Background: an optimization exercise with open tools, aiming at small area, a short achievable clock period and few clock cycles per item. Do not read the settings as production practice. Only simulation tests tie the RTL to the original design; equivalence was not proved.

purple:
// cos_taylor_top
module cos_taylor_top (
	input  logic                                    major_clk,
	input  logic                                    rst,
	input  logic                                    in_req,
	input  logic signed [cos_pkg::angle_width-1:0]  in_angle,
	output logic                                    in_ack,
	output logic                                    out_req,
	input  logic                                    out_ack,
	output logic signed [cos_pkg::result_width-1:0] out_result
);
	localparam int NM = 6;    
	localparam int LC = 8;    
	localparam int CW = 33 - LC;
	function automatic logic [23:0] booth(input logic [15:0] a);
		logic [16:0] e;
		logic [7:0]  one, two, neg;
		e = {a, 1'b0};
		for (int i = 0; i < 8; i++) begin
			neg[i] = e[2*i+2];
			one[i] = e[2*i+1] ^ e[2*i];
			two[i] = (e[2*i+2] & ~e[2*i+1] & ~e[2*i]) | (~e[2*i+2] & e[2*i+1] & e[2*i]);
		end
		booth = {neg, two, one};
	endfunction
	logic        a0_v;
	logic [15:0] a0_ang;
	logic        q1_take;
	cos_input_port u_cos_input_port (
		.major_clk (major_clk),
		.rst       (rst),
		.in_req    (in_req),
		.in_angle  (in_angle),
		.in_ack    (in_ack),
		.take      (q1_take),
		.angle     (a0_ang),
		.angle_v   (a0_v)
	);
	logic [17:0] sq_r0, sq_r1;
	logic        sq_c;
	sq_cs u_sq (.a(a0_ang), .r0(sq_r0), .r1(sq_r1), .cin(sq_c));
	logic        q1_v;
	logic [17:0] q1_r0, q1_r1;
	logic        q1_c;
	logic [15:0] q1_a;
	logic        recirc;       
	logic        q1_go;        
	assign q1_go   = q1_v && !recirc;
	assign q1_take = !q1_v || q1_go;
	always_ff @(posedge major_clk) begin
		if (rst)
			q1_v <= 1'b0;
		else
  ...
Size: ~87000 um2 of cells after synthesis.
==> flow/config.mk <==
export PLATFORM = sky130hd
export DESIGN_NAME = cos_taylor_top
export DESIGN_NICKNAME = cos_taylor_top
export VERILOG_FILES = /design/flow/design.v
export SDC_FILE = /design/flow/constraint.sdc
export NUM_CORES = 4
export LEC_CHECK = 0
export CAP_MARGIN = 20
export CORE_MARGIN = 2
export CORE_UTILIZATION = 40
export PLACE_DENSITY = 0.6
export SETUP_SLACK_MARGIN = 5
export SLEW_MARGIN = 20
==> flow/constraint.sdc <==
create_clock -name core_clock -period 9.5 [get_ports {major_clk}]
set_input_delay 1.9000 -clock core_clock [delete_from_list [all_inputs] [get_ports {major_clk}]]
set_output_delay 1.9000 -clock core_clock [all_outputs]
set_load 0.01 [all_outputs]
run.sh (not shown) runs the stock make flow with config.mk's settings and CLKGATE_MAP_FILE= SYNTH_SCRIPT=/design/flow/synth_recipe.tcl, a recipe that flattens the netlist after the stock synthesis.
Testbench counts of purple, summed over its fixed seeds: cycles 4,336, items 2,048.
The following lists how red was set up differently from purple:
Settings: SETUP_SLACK_MARGIN removed (was 5).
==> flow/flow/run.sh (new file) <==
#!/bin/bash
set -euo pipefail
MARGIN=$(cat flow/margin.txt)
bash standard.sh SETUP_SLACK_MARGIN="$MARGIN" TNS_END_PERCENT=100 finish > standard.log 2>&1
==> flow/flow/margin.txt (new file) <==
6.0
==> flow/standard.sh (new file) <==
#!/bin/bash
# synth_recipe.tcl (not shown) runs the flow's synth.tcl, then flattens the netlist and writes it again
# the make line also repeats each setting of config.mk as NAME=value (left out here)
make -C /OpenROAD-flow-scripts/flow DESIGN_CONFIG=/design/flow/config.mk WORK_HOME=/design/flow/orfs CLKGATE_MAP_FILE= SYNTH_SCRIPT=/design/flow/synth_recipe.tcl "${@:-finish}"
removed: flow/run.sh
Notes after the runs:
red finished end to end and its layout was clean on timing, DRC and antenna.
In red, the final critical path time including I/O delays and setup came out 710 ps below the value in purple.

* * *

Another version of the RTL of cos_taylor_top (not shown whole).
Size: about 1300 flip-flops, ~89000 sq um of cells after synthesis.
export LEC_CHECK = 0
export CAP_MARGIN = 20
export CORE_MARGIN = 2
export CORE_UTILIZATION = 40
export CTS_CLUSTER_DIAMETER = 70
export CTS_CLUSTER_SIZE = 24
export PLACE_DENSITY = 0.6
export SLEW_MARGIN = 20
create_clock -name core_clock -period 9.5 [get_ports {major_clk}]
standard.sh (not shown) runs the stock make flow with config.mk's settings and CLKGATE_MAP_FILE= SYNTH_SCRIPT=/design/flow/synth_recipe.tcl, a recipe that flattens the netlist after the stock synthesis.
==> flow/flow/run.sh <==
#!/bin/bash
set -euo pipefail
MARGIN=$(cat flow/margin.txt)
bash standard.sh SETUP_SLACK_MARGIN="$MARGIN" TNS_END_PERCENT=100 finish > standard.log 2>&1
==> flow/flow/margin.txt <==
6.2
The first run produced a clean layout.
Testbench counts at the start, summed over its fixed seeds: cycles 4,344, items 2,048.
Edit:
==> flow/flow/margin.txt (replaced) <==
6.35
Outcome:
- The new run finished with timing, DRC and antenna clean
- non-clock buffer count rises by 155
- cell area rises by a few percent
- area after synthesis does not change
- wire length rises by a little under a tenth
- die area stays the same

-- separate check: timing with driven ports --
How much do the figures lean on ideal ports? The routed layouts below were timed once more, with nothing changed but the port constraints. Step 1 assumes that a clkbuf_16 drives the clock port and a buf_2 every other input. Step 2 times the ports against the registers' clock, not the clock port: input delays grow and output delays shrink by t, the midpoint of the rising clock arrivals with the driver on. Slacks: no drivers / after step 1 / after step 2; pairs: no drivers / after step 1.
| run | t (ns) | setup slack, ns | slew at the worst register clock pin (ns) | pins driven straight from the clock port |
|---|---|---|---|---|
| purple | 0.858 | 5.334 / 5.334 / 5.334 | 0.07 / 0.07 | 1 |
| red | 0.849 | 6.042 / 5.979 / 6.042 | 0.07 / 0.07 | 1 |
| the first run of note 2 | 0.848 | 6.264 / 6.174 / 6.287 | 0.09 / 0.09 | 1 |
| the second run of note 2 | 0.833 | 6.361 / 6.308 / 6.361 | 0.09 / 0.09 | 1 |
After both steps setup and hold are still met in every run listed.
